From an optimization exercise on the open Yosys and OpenROAD flow, aimed at small area, a short achievable clock period and few clock cycles per item; shortcuts taken in it are not production practice. Where RTL was checked, it was by simulation tests only, not by an equivalence proof against the original.

==> run a <==
==> flow/design.v (excerpt) <==
module mvm_accum (
    input  logic        clk,
    input  logic        rst,
    input  logic        clr,
    input  logic        s_valid,
    output logic        s_ready,
    input  logic [15:0] s_x,
    input  logic [47:0] s_w,
    output logic        m_valid,
    input  logic        m_ready,
    output logic [47:0] m_data,
    output logic [2:0]  m_ovf
);
    logic [1:0] bc;           
    logic       iv;           
    logic       ilast;        
    logic       afull;        
    logic       s_busy;       
    assign s_ready = ~s_busy;
    wire acc_b  = s_valid & s_ready & ~clr;
    wire o_load = afull & ~m_valid;
    wire [1:0] bc_n    = clr ? 2'd0 : acc_b ? ((bc == 2'd2) ? 2'd0 : bc + 2'd1) : bc;
    wire       afull_n = ~clr & ((iv & ilast) | (afull & ~o_load));
    wire       mval_n  = ~clr & (o_load | (m_valid & ~m_ready));
    wire [16:0] xe = {s_x, 1'b0};
    logic [7:0] eneg, eone, etwo;
    always_comb begin
        for (int i = 0; i < 8; i++) begin
            eneg[i] = xe[2*i+2] & ~(xe[2*i+1] & xe[2*i]);
            eone[i] = xe[2*i+1] ^ xe[2*i];
            etwo[i] = (xe[2*i+2] & ~xe[2*i+1] & ~xe[2*i]) | (~xe[2*i+2] & xe[2*i+1] & xe[2*i]);
        end
    end
    always_ff @(posedge clk or posedge rst) begin
        if (rst) begin
            bc      <= 2'd0;
            iv      <= 1'b0;
            ilast   <= 1'b0;
            afull   <= 1'b0;
            m_valid <= 1'b0;
            s_busy  <= 1'b0;
        end else begin
            bc      <= bc_n;
            iv      <= acc_b;
            ilast   <= acc_b & (bc == 2'd2);
            afull   <= afull_n;
            m_valid <= mval_n;
            s_busy  <= (bc_n == 2'd0) & (mval_n | afull_n);
        end
    end
    for (genvar l = 0; l < 3; l++) begin : g_lane
        mvm_lane u_lane (
            .clk    (clk),
            .acc_b  (acc_b),
            .first_b(acc_b & (bc == 2'd0)),
            .eneg   (eneg & {8{acc_b}}),
            .eone   (eone & {8{acc_b}}),
            .etwo   (etwo & {8{acc_b}}),
            .w_in   (s_w[(2-l)*16 +: 16]),
            .o_load (o_load),
            .data   (m_data[(2-l)*16 +: 16]),
            .ovf    (m_ovf[l])
        );
    end
endmodule
clock: 9.0 ns
lec_check: 0
cap_margin: 20
core_margin: 2
core_utilization: 40
slew_margin: 20
synth_hierarchical: 1
standard.sh (not shown) runs the stock make flow with config.mk's settings and CLKGATE_MAP_FILE= SYNTH_SCRIPT=/design/flow/synth_recipe.tcl, a recipe that flattens the netlist after the stock synthesis.
==> flow/flow/run.sh <==
#!/bin/bash
set -euo pipefail
mapfile -t KNOBS < <(grep -v '^\s*\(#\|$\)' flow/knobs.txt)
bash standard.sh "${KNOBS[@]}" finish > orfs_make.log 2>&1
==> flow/flow/knobs.txt <==
SETUP_SLACK_MARGIN=5.95
MATCH_CELL_FOOTPRINT=0
BUFFER_PORTS_ARGS=-buffer_cell sky130_fd_sc_hd__buf_2
CTS_ARGS=-sink_clustering_enable -repair_clock_nets -buf_list sky130_fd_sc_hd__clkbuf_16 -root_buf sky130_fd_sc_hd__clkbuf_16 -sink_clustering_buffer sky130_fd_sc_hd__clkbuf_16 -sink_buffer_max_cap_derate 0.03 -sink_clustering_size 24 -sink_clustering_max_diameter 100
==> run b (differences from run a) <==
--- a/flow/design.v
+++ b/flow/design.v
@@ -64,23 +64,23 @@
     wire h0s, h0c;
     mvm_ha u_h0 (.a(bneg[6]), .b(as_i[12]), .s(h0s), .co(h0c));
     wire h1s, h1c;
     mvm_ha u_h1 (.a(as_i[13]), .b(ac_i[13]), .s(h1s), .co(h1c));
     wire t2s, t2c;
-    mvm_ffa u_t2 (.a(bneg[7]), .b(as_i[14]), .c(ac_i[14]), .s(t2s), .co(t2c));
+    mvm_fa u_t2 (.a(bneg[7]), .b(as_i[14]), .c(ac_i[14]), .s(t2s), .co(t2c));
     wire h3s, h3c;
     mvm_ha u_h3 (.a(pp0[14]), .b(pp1[12]), .s(h3s), .co(h3c));
     wire t4s, t4c;
-    mvm_ffa u_t4 (.a(as_i[15]), .b(ac_i[15]), .c(pp0[15]), .s(t4s), .co(t4c));
+    mvm_fa u_t4 (.a(as_i[15]), .b(ac_i[15]), .c(pp0[15]), .s(t4s), .co(t4c));
     wire h5s, h5c;
-    mvm_fha u_h5 (.a(pp1[13]), .b(pp2[11]), .s(h5s), .co(h5c));
+    mvm_ha u_h5 (.a(pp1[13]), .b(pp2[11]), .s(h5s), .co(h5c));
     wire t6s, t6c;
-    mvm_ffa u_t6 (.a(as_i[16]), .b(ac_i[16]), .c(pp0[16]), .s(t6s), .co(t6c));
+    mvm_fa u_t6 (.a(as_i[16]), .b(ac_i[16]), .c(pp0[16]), .s(t6s), .co(t6c));
     wire h7s, h7c;
-    mvm_fha u_h7 (.a(pp1[14]), .b(pp2[12]), .s(h7s), .co(h7c));
+    mvm_ha u_h7 (.a(pp1[14]), .b(pp2[12]), .s(h7s), .co(h7c));
     wire t8s, t8c;
-    mvm_ffa u_t8 (.a(as_i[17]), .b(ac_i[17]), .c(pp1[15]), .s(t8s), .co(t8c));
+    mvm_fa u_t8 (.a(as_i[17]), .b(ac_i[17]), .c(pp1[15]), .s(t8s), .co(t8c));
     wire h9s, h9c;
     mvm_ha u_h9 (.a(as_i[18]), .b(ac_i[18]), .s(h9s), .co(h9c));
     wire h10s, h10c;
     mvm_ha u_h10 (.a(bneg[3]), .b(as_i[6]), .s(h10s), .co(h10c));
     wire h11s, h11c;
@@ -114,23 +114,23 @@
     wire t25s, t25c;
     mvm_fa u_t25 (.a(pp0[13]), .b(pp1[11]), .c(pp2[9]), .s(t25s), .co(t25c));
     wire t26s, t26c;
     mvm_fa u_t26 (.a(pp3[7]), .b(pp4[5]), .c(pp5[3]), .s(t26s), .co(t26c));
     wire t27s, t27c;
-    mvm_ffa u_t27 (.a(pp6[1]), .b(h0c), .c(h1s), .s(t27s), .co(t27c));
+    mvm_fa u_t27 (.a(pp6[1]), .b(h0c), .c(h1s), .s(t27s), .co(t27c));
     wire t28s, t28c;
     mvm_fa u_t28 (.a(pp2[10]), .b(pp3[8]), .c(pp4[6]), .s(t28s), .co(t28c));
     wire t29s, t29c;
     mvm_fa u_t29 (.a(pp5[4]), .b(pp6[2]), .c(pp7[0]), .s(t29s), .co(t29c));
     wire t30s, t30c;
-    mvm_ffa u_t30 (.a(h1c), .b(t2s), .c(h3s), .s(t30s), .co(t30c));
+    mvm_fa u_t30 (.a(h1c), .b(t2s), .c(h3s), .s(t30s), .co(t30c));
     wire t31s, t31c;
     mvm_fa u_t31 (.a(pp3[9]), .b(pp4[7]), .c(pp5[5]), .s(t31s), .co(t31c));
     wire t32s, t32c;
-    mvm_ffa u_t32 (.a(pp6[3]), .b(pp7[1]), .c(h3c), .s(t32s), .co(t32c));
+    mvm_fa u_t32 (.a(pp6[3]), .b(pp7[1]), .c(h3c), .s(t32s), .co(t32c));
     wire t33s, t33c;
-    mvm_ffa u_t33 (.a(h5s), .b(t4s), .c(t2c), .s(t33s), .co(t33c));
+    mvm_fa u_t33 (.a(h5s), .b(t4s), .c(t2c), .s(t33s), .co(t33c));
     wire t34s, t34c;
     mvm_fa u_t34 (.a(pp3[10]), .b(pp4[8]), .c(pp5[6]), .s(t34s), .co(t34c));
     wire t35s, t35c;
     mvm_ffa u_t35 (.a(pp6[4]), .b(pp7[2]), .c(h5c), .s(t35s), .co(t35c));
     wire t36s, t36c;
@@ -144,11 +144,11 @@
     wire t40s, t40c;
     mvm_fa u_t40 (.a(pp1[16]), .b(pp2[14]), .c(pp3[12]), .s(t40s), .co(t40c));
     wire t41s, t41c;
     mvm_fa u_t41 (.a(pp4[10]), .b(pp5[8]), .c(pp6[6]), .s(t41s), .co(t41c));
     wire t42s, t42c;
-    mvm_ffa u_t42 (.a(pp7[4]), .b(h9s), .c(t8c), .s(t42s), .co(t42c));
+    mvm_fa u_t42 (.a(pp7[4]), .b(h9s), .c(t8c), .s(t42s), .co(t42c));
     wire t43s, t43c;
     mvm_fa u_t43 (.a(as_i[19]), .b(ac_i[19]), .c(pp2[15]), .s(t43s), .co(t43c));
     wire t44s, t44c;
     mvm_fa u_t44 (.a(pp3[13]), .b(pp4[11]), .c(pp5[9]), .s(t44s), .co(t44c));
     wire t45s, t45c;
@@ -206,45 +206,45 @@
     wire t71s, t71c;
     mvm_fa u_t71 (.a(h18c), .b(h21s), .c(t19s), .s(t71s), .co(t71c));
     wire t72s, t72c;
     mvm_fa u_t72 (.a(t16c), .b(t20s), .c(t17c), .s(t72s), .co(t72c));
     wire t73s, t73c;
-    mvm_ffa u_t73 (.a(h21c), .b(t22s), .c(t23s), .s(t73s), .co(t73c));
+    mvm_fa u_t73 (.a(h21c), .b(t22s), .c(t23s), .s(t73s), .co(t73c));
     wire t74s, t74c;
-    mvm_ffa u_t74 (.a(t19c), .b(t20c), .c(t24s), .s(t74s), .co(t74c));
+    mvm_fa u_t74 (.a(t19c), .b(t20c), .c(t24s), .s(t74s), .co(t74c));
     wire t75s, t75c;
-    mvm_ffa u_t75 (.a(t25s), .b(t26s), .c(t22c), .s(t75s), .co(t75c));
+    mvm_fa u_t75 (.a(t25s), .b(t26s), .c(t22c), .s(t75s), .co(t75c));
     wire t76s, t76c;
     mvm_fa u_t76 (.a(t23c), .b(t27s), .c(t24c), .s(t76s), .co(t76c));
     wire t77s, t77c;
-    mvm_ffa u_t77 (.a(t28s), .b(t29s), .c(t25c), .s(t77s), .co(t77c));
+    mvm_fa u_t77 (.a(t28s), .b(t29s), .c(t25c), .s(t77s), .co(t77c));
     wire t78s, t78c;
     mvm_ffa u_t78 (.a(t26c), .b(t27c), .c(t30s), .s(t78s), .co(t78c));
     wire t79s, t79c;
-    mvm_ffa u_t79 (.a(t31s), .b(t28c), .c(t29c), .s(t79s), .co(t79c));
+    mvm_fa u_t79 (.a(t31s), .b(t28c), .c(t29c), .s(t79s), .co(t79c));
     wire t80s, t80c;
     mvm_ffa u_t80 (.a(t32s), .b(t33s), .c(t30c), .s(t80s), .co(t80c));
     wire t81s, t81c;
     mvm_fa u_t81 (.a(t34s), .b(t31c), .c(t35s), .s(t81s), .co(t81c));
     wire t82s, t82c;
     mvm_ffa u_t82 (.a(t32c), .b(t36s), .c(t33c), .s(t82s), .co(t82c));
     wire t83s, t83c;
-    mvm_ffa u_t83 (.a(t37s), .b(t38s), .c(t34c), .s(t83s), .co(t83c));
+    mvm_fa u_t83 (.a(t37s), .b(t38s), .c(t34c), .s(t83s), .co(t83c));
     wire t84s, t84c;
     mvm_ffa u_t84 (.a(t35c), .b(t39s), .c(t36c), .s(t84s), .co(t84c));
     wire t85s, t85c;
-    mvm_ffa u_t85 (.a(t40s), .b(t41s), .c(t37c), .s(t85s), .co(t85c));
+    mvm_fa u_t85 (.a(t40s), .b(t41s), .c(t37c), .s(t85s), .co(t85c));
     wire t86s, t86c;
     mvm_ffa u_t86 (.a(t38c), .b(t42s), .c(t39c), .s(t86s), .co(t86c));
     wire t87s, t87c;
-    mvm_ffa u_t87 (.a(t43s), .b(t44s), .c(t40c), .s(t87s), .co(t87c));
+    mvm_fa u_t87 (.a(t43s), .b(t44s), .c(t40c), .s(t87s), .co(t87c));
     wire t88s, t88c;
     mvm_ffa u_t88 (.a(t41c), .b(t45s), .c(t42c), .s(t88s), .co(t88c));
     wire t89s, t89c;
     mvm_fa u_t89 (.a(h48s), .b(t46s), .c(t47s), .s(t89s), .co(t89c));
     wire t90s, t90c;
-    mvm_ffa u_t90 (.a(t43c), .b(t44c), .c(t45c), .s(t90s), .co(t90c));
+    mvm_fa u_t90 (.a(t43c), .b(t44c), .c(t45c), .s(t90s), .co(t90c));
     wire t91s, t91c;
     mvm_fa u_t91 (.a(pp7[7]), .b(h48c), .c(t49s), .s(t91s), .co(t91c));
     wire t92s, t92c;
     mvm_fa u_t92 (.a(t50s), .b(t46c), .c(t47c), .s(t92s), .co(t92c));
     wire t93s, t93c;
@@ -290,13 +290,13 @@
     wire t113s, t113c;
     mvm_fa u_t113 (.a(t65s), .b(t63c), .c(t64c), .s(t113s), .co(t113c));
     wire t114s, t114c;
     mvm_fa u_t114 (.a(t65c), .b(t67s), .c(t68s), .s(t114s), .co(t114c));
     wire t115s, t115c;
-    mvm_ffa u_t115 (.a(t69s), .b(t67c), .c(t68c), .s(t115s), .co(t115c));
+    mvm_fa u_t115 (.a(t69s), .b(t67c), .c(t68c), .s(t115s), .co(t115c));
     wire t116s, t116c;
-    mvm_ffa u_t116 (.a(t71s), .b(t69c), .c(t72s), .s(t116s), .co(t116c));
+    mvm_fa u_t116 (.a(t71s), .b(t69c), .c(t72s), .s(t116s), .co(t116c));
     wire t117s, t117c;
     mvm_ffa u_t117 (.a(t71c), .b(t73s), .c(t74s), .s(t117s), .co(t117c));
     wire t118s, t118c;
     mvm_ffa u_t118 (.a(t75s), .b(t73c), .c(t74c), .s(t118s), .co(t118c));
     wire t119s, t119c;
@@ -312,13 +312,13 @@
     wire t124s, t124c;
     mvm_ffa u_t124 (.a(t87s), .b(t85c), .c(t88s), .s(t124s), .co(t124c));
     wire t125s, t125c;
     mvm_ffa u_t125 (.a(t89s), .b(t87c), .c(t90s), .s(t125s), .co(t125c));
     wire t126s, t126c;
-    mvm_ffa u_t126 (.a(t91s), .b(t92s), .c(t89c), .s(t126s), .co(t126c));
+    mvm_fa u_t126 (.a(t91s), .b(t92s), .c(t89c), .s(t126s), .co(t126c));
     wire t127s, t127c;
-    mvm_ffa u_t127 (.a(t93s), .b(t91c), .c(t94s), .s(t127s), .co(t127c));
+    mvm_fa u_t127 (.a(t93s), .b(t91c), .c(t94s), .s(t127s), .co(t127c));
     wire t128s, t128c;
     mvm_fa u_t128 (.a(t95s), .b(t96s), .c(t93c), .s(t128s), .co(t128c));
     wire t129s, t129c;
     mvm_fa u_t129 (.a(t97s), .b(t95c), .c(t98s), .s(t129s), .co(t129c));
     wire t130s, t130c;
@@ -350,11 +350,11 @@
     wire t143s, t143c;
     mvm_fa u_t143 (.a(t62c), .b(t112s), .c(t111c), .s(t143s), .co(t143c));
     wire t144s, t144c;
     mvm_fa u_t144 (.a(t66s), .b(t113s), .c(t112c), .s(t144s), .co(t144c));
     wire t145s, t145c;
-    mvm_ffa u_t145 (.a(t66c), .b(t114s), .c(t113c), .s(t145s), .co(t145c));
+    mvm_fa u_t145 (.a(t66c), .b(t114s), .c(t113c), .s(t145s), .co(t145c));
     wire t146s, t146c;
     mvm_ffa u_t146 (.a(t70s), .b(t115s), .c(t114c), .s(t146s), .co(t146c));
     wire t147s, t147c;
     mvm_ffa u_t147 (.a(t70c), .b(t116s), .c(t115c), .s(t147s), .co(t147c));
     wire t148s, t148c;
@@ -662,17 +662,10 @@
     assign sg0 = u0[5];
     assign sg1 = u1[5];
     assign t0 = u0[0];
     assign t1 = u1[0];
 endmodule
-module mvm_fha (input logic a, b, output logic s, co);
-    mvm_xor2 u_s (.a(a), .b(b), .y(s));
-    mvm_and2 u_c (.a(a), .b(b), .y(co));
-endmodule
-module mvm_and2 (input logic a, b, output logic y);
-    assign y = a & b;
-endmodule
 module mvm_ha (input logic a, b, output logic s, co);
     assign s  = a ^ b;
     assign co = a & b;
 endmodule
 module mvm_accum (
==> flow/flow/knobs.txt (replaced) <==
SETUP_SLACK_MARGIN=5.95
MATCH_CELL_FOOTPRINT=0
BUFFER_PORTS_ARGS=-buffer_cell sky130_fd_sc_hd__buf_2
CORE_UTILIZATION = 60   (was 40)
==> results.toml <==
[sta]
worstMarginPinSlew_ns = 0.7117
fmax_mhz = 331.8

[worst_setup_path]
cpPeakStageDelay_ns = 0.60
cp_data_required_time_ns = 9.52

[power]
seq_power_mw = 2.71

[run_status]
status = "timing/DRC/antenna clean"

[floorplanning]
fp.dieW_um = 238.3

[logic_synthesis]
ys_top_cells_by_area = "fa_1, dfxtp_1, xnor2_1"

[detailed_routing]
viasPerCell = 6.065
Source of the figures above: run b

==> results.toml <==
[run_status]
status = "timing/DRC/antenna clean"

[logic_synthesis]
ys_warn_count = 8
ys_top_cells_by_area = "dfxtp_1, fa_1, xnor2_1"
synthXorXnorAreaFrac_pct = 20.82

[worst_setup_path]
cp_data_required_time_ns = 7.20
cpPeakStageDelay_ns = 0.41

[detailed_routing]
viasPerCell = 5.416

[floorplanning]
ios = 122
core_um2 = 83290

[power]
power_frac_clock_pct = 11.9
seq_power_mw = 2.70

[sta]
finalCritPeriodShare_pct = 33.08
worstMarginPinSlew_ns = 0.8058
fmax_mhz = 335.9
holdWs_ns = 0.5300

[clock_network]
ctsHoldBuffers = 0
Source of the figures above: run a

Testbench counts of run b, summed over its fixed seeds: cycles 3,624, items 1,200.
Only the layout flow was run in run a; the RTL was not checked for function there.

afterwards: timing with drivers on the ports:
The results above use ideal ports. As a check the final layouts listed here were re-extracted and re-timed, cells and wires unchanged.
Step 1: set_driving_cell puts a clkbuf_16 on clk and a buf_2 on each other input, an assumption about the parent block.
Step 2 moves the port delays by t, midway between the first and last clock arrival at a register: inputs arrive t later, outputs are due t later. That takes back most of the time a late clock gives input paths.
a / b / c = ideal / step 1 / step 2; a / b = the first two.
run | t (ns) | setup WS [ns] | hold slack, ns | worst setup path at the end | worst data-port slew with drivers (ns)
run a | 0.657 | 6.022 / 5.956 / 5.773 | 0.530 / 0.530 / 0.530 | input to register | 0.14
run b | 0.659 | 5.986 / 5.935 / 5.679 | 0.512 / 0.512 / 0.512 | input to register | 0.12
After both steps every run listed still meets setup and hold. The setup slack of run b, which loses most, moves by -0.051 ns with the drivers and by -0.307 ns with both steps.
